From an optimization exercise on the open Yosys and OpenROAD flow, aimed at small area; shortcuts taken in it are not production practice.
Function was checked by simulation only, so behaviour that the tests miss may differ from the original.
Power and IR drop assume default switching activity.

==> zinc: inputs <==
==> flow/design.v <==
`timescale 1ns/10ps
package prefetch_pkg;
	localparam int WORD_W = 32;
	localparam int NUM_REGS = 16;
	localparam int REG_IDX_W = 4;
	typedef logic [WORD_W-1:0] word_t;
	typedef logic [REG_IDX_W-1:0] reg_idx_t;
	localparam reg_idx_t SP_REG = 4'd13;
	localparam reg_idx_t FP_REG = 4'd11;
	localparam reg_idx_t SL_REG = 4'd10;
	localparam word_t OFS_ROW_CNT = 32'd4;
	localparam word_t OFS_ROW_PTR = 32'd8;
	localparam word_t OFS_ARG = 32'd16;
	localparam word_t OFS_REMAIN = 32'd20;
	localparam word_t OFS_COLIDX = 32'd4;
	localparam word_t OFS_ROWPTR = 32'd8;
	localparam word_t OFS_LIMIT = 32'd16;
	typedef enum logic [3:0] {
		ST_IDLE = 4'd0,
		ST_SETUP = 4'd1,
		ST_ROW_START = 4'd2,
		ST_INNER = 4'd3,
		ST_ROW_END = 4'd4,
		ST_NEXT_ROW = 4'd5,
		ST_COUNT_DOWN = 4'd6,
		ST_DONE = 4'd7
	} slice_state_e;
	typedef logic [2:0] step_t;
endpackage
`timescale 1ns/10ps
`timescale 1ns/10ps
`timescale 1ns/10ps
`timescale 1ns/10ps
module prefetcher_top (
	input  logic                       clk,
	input  logic                       reset,
	input  logic                       trigger_i,
	input  logic                       wait_cache_i,
	input  logic                       wait_stbuf_i,
	input  logic                       cache_ready_i,
	input  logic                       stbuf_ready_i,
	input  prefetch_pkg::word_t        cache_data_i,
	input  prefetch_pkg::word_t        stbuf_data_i,
	output logic                       cache_req_o,
	output prefetch_pkg::word_t        cache_addr_o,
	output logic                       stbuf_req_o,
	output prefetch_pkg::word_t        stbuf_addr_o,
	output prefetch_pkg::word_t        wr_addr_o,
	output prefetch_pkg::word_t        wr_data_o,
	output prefetch_pkg::slice_state_e state_o
);
	logic [2:0]  state_q;
	logic [5:0]  step_q;    
	logic [31:0] caddr_q, cdata_q, sdata_q, wdata_q;
	logic        creq_q, sreq_q;
	logic [1:0]  saddr_q, waddr_q;    
	logic [31:0] ra, rb, rc, rd;
	logic        ne_q;                
	logic stall, go;
	assign stall = wait_cache_i | wait_stbuf_i;
	assign go = ~stall;
	logic st_idle, su0, su1, su2, su3, su4, rs0, rs1, rs2;
	logic in0, in1, in2, in3, in4, in5, re0, re1, re2, nr0, nr1, cd0, cd1, st_done;
	always_comb begin
		st_idle = state_q == 3'd0;
		su0 = state_q == 3'd1 && step_q[0];
		su1 = state_q == 3'd1 && step_q[1];
		su2 = state_q == 3'd1 && step_q[2];
		su3 = state_q == 3'd1 && step_q[3];
		su4 = state_q == 3'd1 && step_q[4];
		rs0 = state_q == 3'd2 && step_q[0];
		rs1 = state_q == 3'd2 && step_q[1];
		rs2 = state_q == 3'd2 && step_q[2];
		in0 = state_q == 3'd3 && step_q[0];
		in1 = state_q == 3'd3 && step_q[1];
		in2 = state_q == 3'd3 && step_q[2];
		in3 = state_q == 3'd3 && step_q[3];
		in4 = state_q == 3'd3 && step_q[4];
		in5 = state_q == 3'd3 && step_q[5];
		re0 = state_q == 3'd4 && step_q[0];
		re1 = state_q == 3'd4 && step_q[1];
		re2 = state_q == 3'd4 && step_q[2];
		nr0 = state_q == 3'd5 && step_q[0];
		nr1 = state_q == 3'd5 && step_q[1];
		cd0 = state_q == 3'd6 && step_q[0];
		cd1 = state_q == 3'd6 && step_q[1];
		st_done = state_q == 3'd7;
	end
	logic        cmp;
	logic [31:0] x, y, sum;
	logic        cin, cout;
	assign cmp = in5 | re2 | nr1;
	assign x = ({32{rs0 | rs1}} & rd)
		| ({32{in1 | su3 | cd0}} & ra)
		| ({32{in3 | in5 | re2 | nr0}} & rb)
		| ({32{in4 | nr1}} & rc)
		| ({32{re1 | cd1}} & sdata_q);
	assign y = ({32{rs0 | rs1 | in1}} & {rb[29:0], 2'b00})
		| ({32{cmp}} & ~cdata_q)
		| ({32{cd0}} & ~wdata_q)
		| {{29{cd1}}, nr0 | cd1, rs1 | cd1, rs1 | cd1};
	assign cin = rs1 | in3 | re1 | cmp;
	logic [31:0] hp, gg, pp;
	always_comb begin
		hp = x ^ y;
		gg = x & y;
		pp = hp;
		gg[0] = gg[0] | (hp[0] & cin);
		for (int l = 0; l < 5; l++)
			for (int i = 0; i < 32; i++)
				if ((i + 1) % (2 << l) == 0) begin
					gg[i] = gg[i] | (pp[i] & gg[i - (1 << l)]);
					pp[i] = pp[i] & pp[i - (1 << l)];
				end
		for (int l = 3; l >= 0; l--)
			for (int i = 0; i < 32; i++)
				if ((i + 1) % (2 << l) == (1 << l) && i >= (2 << l)) begin
					gg[i] = gg[i] | (pp[i] & gg[i - (1 << l)]);
					pp[i] = pp[i] & pp[i - (1 << l)];
				end
	end
	assign sum = hp ^ {gg[30:0], cin};
	assign cout = gg[31];
	logic [31:0] cinc;
	logic [29:0] ic;
	logic [31:0] pa;
	always_comb begin
		pa = {3'b000, cdata_q[31:3]};
		for (int l = 0; l < 5; l++)
			for (int i = 0; i < 32; i++)
				if ((i + 1) % (2 << l) == 0)
					pa[i] = pa[i] & pa[i - (1 << l)];
		for (int l = 3; l >= 0; l--)
			for (int i = 0; i < 32; i++)
				if ((i + 1) % (2 << l) == (1 << l) && i >= (2 << l))
					pa[i] = pa[i] & pa[i - (1 << l)];
		ic[0] = re1;
		for (int i = 0; i < 29; i++) ic[i + 1] = re1 & pa[i];
	end
	assign cinc = {cdata_q[31:3] ^ ic[28:0], cdata_q[2:0]};
	logic        cld;
	logic [31:0] cla;
	assign cld = su0 | su1 | su2 | su3 | rs0 | rs1 | in1 | in2 | in3 | in4 | re0 | re1 | nr0;
	assign cla = ({32{su1 | su2 | re1}} & cinc)
		| ({32{rs0 | in1 | in4 | nr0}} & sum)
		| ({32{in2}} & {cdata_q[29:0], 2'b10})
		| {27'd0, in3 | su0 | re0, su3 | su0 | re0, rs1 | su0 | re0, 1'b0, su0 | re0};
	logic       sld;
	logic [1:0] sla;
	assign sld = re0 | nr0 | cd0;
	assign sla = {nr0 | cd0, re0 | cd0};
	logic cissue, sissue;
	assign cissue = cld & go;
	assign sissue = sld & go;
	always_ff @(posedge clk) begin
		if (reset) begin
			creq_q <= 1'b0;
			caddr_q <= '0;
			cdata_q <= '0;
		end else if (wait_cache_i) begin
			creq_q <= 1'b0;
			if (cache_ready_i) cdata_q <= cache_data_i;
		end else if (cissue) begin
			creq_q <= 1'b1;
			caddr_q <= cla;
		end
	end
	always_ff @(posedge clk) begin
		if (reset) begin
			sreq_q <= 1'b0;
			saddr_q <= '0;
			sdata_q <= '0;
		end else if (wait_stbuf_i) begin
			sreq_q <= 1'b0;
			if (stbuf_ready_i) sdata_q <= stbuf_data_i;
		end else if (sissue) begin
			sreq_q <= 1'b1;
			saddr_q <= sla;
		end
	end
	logic [2:0] state_d;
	logic [5:0] step_d;
	always_comb begin
		state_d = state_q;
		step_d = {step_q[4:0], 1'b0};
		if (st_idle) begin
			step_d = 6'd1;
			if (trigger_i) state_d = 3'd1;
		end
		if (su4 | nr1 | re2 | in5 | cd1) step_d = 6'd1;
		if (su4) state_d = 3'd2;
		if (rs2) begin
			state_d = 3'd3;
			step_d = 6'd2;
		end
		if (in5 & cout) state_d = 3'd4;
		if (re2) state_d = cout ? 3'd6 : 3'd5;
		if (nr1) state_d = cout ? 3'd2 : 3'd6;
		if (cd1) state_d = ne_q ? 3'd1 : 3'd7;
		if (st_done) step_d = step_q;
	end
	logic        wen;
	logic [31:0] wd;
	logic [1:0]  wa;
	assign wen = su2 | su3 | re2 | nr1 | cd1;
	assign wd = ({32{su3 | cd1}} & sum) | ({32{re2}} & rb) | ({32{nr1}} & sdata_q);
	assign wa = {su3 | nr1 | cd1, su2 | re2 | cd1};
	always_ff @(posedge clk) begin
		if (reset) begin
			state_q <= 3'd0;
			step_q <= 6'd1;
			waddr_q <= 2'd0;
			wdata_q <= '0;
		end else if (go) begin
			state_q <= state_d;
			step_q <= step_d;
			if (wen) begin
				waddr_q <= wa;
				wdata_q <= wd;
			end
		end
	end
	always_ff @(posedge clk) begin
		if (go) begin
			if (su2 | rs2 | re2) ra <= cdata_q;
			if (su3 | rs1 | nr1 | in3 | re1)
				rb <= ({32{su3 | rs1 | nr1}} & cdata_q) | ({32{in3 | re1}} & sum);
			if (rs1 | in4 | (in5 & ~cout))
				rc <= ({32{rs1}} & sum) | ({32{in4}} & cdata_q) | ({32{in5}} & caddr_q);
			if (su4) rd <= cdata_q;
			if (cd0) ne_q <= ~&hp;    
		end
	end
	assign cache_req_o = creq_q;
	assign cache_addr_o = caddr_q;
	assign stbuf_req_o = sreq_q;
	assign stbuf_addr_o = {26'd0, saddr_q == 2'd3, saddr_q == 2'd1 || saddr_q == 2'd2, 1'b0, saddr_q == 2'd2, 1'b0, saddr_q != 2'd0};
	assign wr_addr_o = {26'd0, waddr_q == 2'd3, waddr_q == 2'd1 || waddr_q == 2'd2, 1'b0, waddr_q == 2'd2, 1'b0, waddr_q != 2'd0};
	assign wr_data_o = wdata_q;
	assign state_o = prefetch_pkg::slice_state_e'({1'b0, state_q});
endmodule
==> flow/flow/run.sh <==
#!/bin/bash
# Own layout flow: the standard ORFS flow (standard synthesis, floorplan,
# power grid and tap cells unchanged) with smaller helper cells:
#  - port buffers use sky130_fd_sc_hd__buf_1 instead of clkdlybuf4s50_1,
#  - clock tree synthesis uses small clock buffers and no dummy loads,
#  - the synthesized netlist's single tie cell is kept (no per-load tie copies).
# Every tool's full output goes to flow.log in the work folder (ORFS's own
# per-step logs stay under orfs/logs).
set -euo pipefail
cd "$(dirname "$0")/.."
export BUFFER_PORTS_ARGS="-buffer_cell sky130_fd_sc_hd__buf_1"
export CTS_ARGS="-sink_clustering_enable -repair_clock_nets -dont_use_dummy_load -buf_list sky130_fd_sc_hd__clkbuf_4"
export SKIP_REPAIR_TIE_FANOUT=1
bash standard.sh finish > flow.log 2>&1
==> flow/standard.sh <==
#!/bin/bash
# synth_recipe.tcl (not shown) runs the flow's synth.tcl, then flattens the netlist and writes it again
# the make line also repeats each setting of config.mk as NAME=value (left out here)
make -C /OpenROAD-flow-scripts/flow DESIGN_CONFIG=/design/flow/config.mk WORK_HOME=/design/flow/orfs CLKGATE_MAP_FILE= SYNTH_SCRIPT=/design/flow/synth_recipe.tcl "${@:-finish}"
==> flow/config.mk <==
export PLATFORM = sky130hd
export DESIGN_NAME = prefetcher_top
export DESIGN_NICKNAME = prefetcher_top
export VERILOG_FILES = /design/flow/design.v
export SDC_FILE = /design/flow/constraint.sdc
export NUM_CORES = 4
export LEC_CHECK = 0
export CAP_MARGIN = 20
export CORE_MARGIN = 2
export CORE_UTILIZATION = 40
export SLEW_MARGIN = 20
==> flow/constraint.sdc <==
create_clock -name core_clock -period 6.0 [get_ports {clk}]
set_input_delay 1.2000 -clock core_clock [delete_from_list [all_inputs] [get_ports {clk}]]
set_output_delay 1.2000 -clock core_clock [all_outputs]
set_load 0.01 [all_outputs]
==> pepper (differences from zinc) <==
==> flow/flow/run.sh (replaced) <==
#!/bin/bash
# Own layout flow: the standard ORFS flow (standard synthesis, floorplan,
# power grid and tap cells unchanged) with smaller helper cells:
#  - port buffers use sky130_fd_sc_hd__buf_1 instead of clkdlybuf4s50_1,
#  - clock tree synthesis uses small clock buffers and no dummy loads,
#  - after global routing, gates with setup slack to spare are downsized
#    (ORFS's power recovery, which here mostly shrinks cells) and slew and
#    capacitance limits are repaired again afterwards (flow/post_grt.tcl),
#  - the synthesized netlist's single tie cell is kept (no per-load tie copies).
# Every tool's full output goes to flow.log in the work folder (ORFS's own
# per-step logs stay under orfs/logs).
set -euo pipefail
cd "$(dirname "$0")/.."
export BUFFER_PORTS_ARGS="-buffer_cell sky130_fd_sc_hd__buf_1"
export CTS_ARGS="-sink_clustering_enable -repair_clock_nets -dont_use_dummy_load -buf_list sky130_fd_sc_hd__clkbuf_8 -sink_clustering_size 16 -sink_clustering_max_diameter 80"
export SKIP_REPAIR_TIE_FANOUT=1
export RECOVER_POWER=100
export POST_GLOBAL_ROUTE_TCL="$PWD/flow/post_grt.tcl"
bash standard.sh finish > flow.log 2>&1
==> flow/flow/post_grt.tcl (new file) <==
# Runs at the end of ORFS's global route step, after its power recovery
# (RECOVER_POWER), which downsizes cells on paths with setup slack to spare
# but can leave nets over their slew or capacitance limits. Repair those
# limits again, re-legalize, re-route the changed nets and rewrite the guides.
puts "post global route: repair slew and capacitance after power recovery"
global_route -start_incremental
repair_design_helper
detailed_placement
global_route -end_incremental
estimate_parasitics -global_routing
report_check_types -max_slew -max_capacitance -violators
report_worst_slack -max
report_design_area
write_guides $::env(RESULTS_DIR)/route.guide
CAP_MARGIN = 10   (was 20)
CORE_UTILIZATION = 65   (was 40)
SLEW_MARGIN = 10   (was 20)
==> notes <==
Of zinc and pepper, zinc has the higher combinational power (gap about 4%, measured against pepper).
zinc produced a clean layout. pepper passed the timing, DRC and antenna checks.
Against pepper, the final area of zinc is higher by 3.6%.
Between zinc and pepper, the lower non-clock buffer count is in pepper (gap 6).
Power: pepper is smaller than zinc (about 12%).
Against zinc, the clock power of pepper is lower by 31%.
In zinc the core utilization is lower than in pepper, by 25 points.
Flip-flop and latch count is the same in zinc and pepper.
Of pepper and zinc, zinc has the higher register-to-register slack (gap 40 ps).
In pepper the worst setup slack is lower than in zinc, by 42 ps.
Against zinc, the first-iteration DRC count of pepper is higher by about 12%.
Between zinc and pepper, the lower wire length is in pepper (gap 10%, measured against pepper).
==> figures <==
metric                                                                  zinc       pepper
Run status                                  no timing/DRC/antenna violations  no timing/DRC/antenna violations
Power per cell area                                              216 nW/um^2  198 nW/um^2
Layout buffering overhead excluding clock cells                        5.67%        5.61%
Hold Worst Slack                                                      489 ps       485 ps
Reg-to-Reg Start                                                  state_q[2]   state_q[1]
Post-route met1 wirelength                                           22.2 mm      18.2 mm
Met3 track demand over resource                                        6.64%        9.50%
Capture endpoint of the worst hold path                          sdata_q[24]   sdata_q[2]
Filler Cell Count                                                       3646         1904
Count of inserted antenna diode cells                                      4            0
Grt met2 use                                                           45.3%        63.6%
Detailed Route Iter0 Violations                                         1591         1788
Routability congestion estimate from global placement                  0.929        0.994
Met3 routed wirelength                                               5.11 mm      6.49 mm
Clock network share of area                                            3.57%        1.78%
Non-clock buffer instance count of the final layout                      191          185
Utilization after layout                                               43.7%        68.6%
Post-synthesis to final-layout area growth                             7.75%        3.97%
Global-route track usage on met1                                       36.8%        52.9%
Layout clock buffers                                                      76           20
Sequential share of cell area                                          42.1%        43.7%
Post-route fraction of the period consumed by the critical path        93.0%        93.7%
Net count of the finished layout                                        1850         1788

-- what the ideal ports hide --
The flow's constraints put no driver on any port. The routed layouts listed below were extracted and timed again, unchanged, in two steps.
Step 1, drivers: a clkbuf_16 drives clk and a buf_2 each remaining input, both assumed.
Step 2 also shifts input and output timing later by t, the mid clock arrival at the registers, as if the neighbouring blocks saw the same clock.
Three values: no drivers, after step 1, after step 2; two values: the first two.
| run | t (ns) | setup WS [ns] | worst hold slack (ns) | latest minus earliest clock arrival (ns) |
|---|---|---|---|---|
| zinc | 0.792 | 0.421 / 0.421 / 0.421 | 0.489 / 0.489 / 0.489 | 0.065 / 0.065 |
| pepper | 0.603 | 0.379 / 0.379 / 0.379 | 0.485 / 0.485 / 0.485 | 0.043 / 0.043 |
After both steps setup and hold are still met in every run listed.
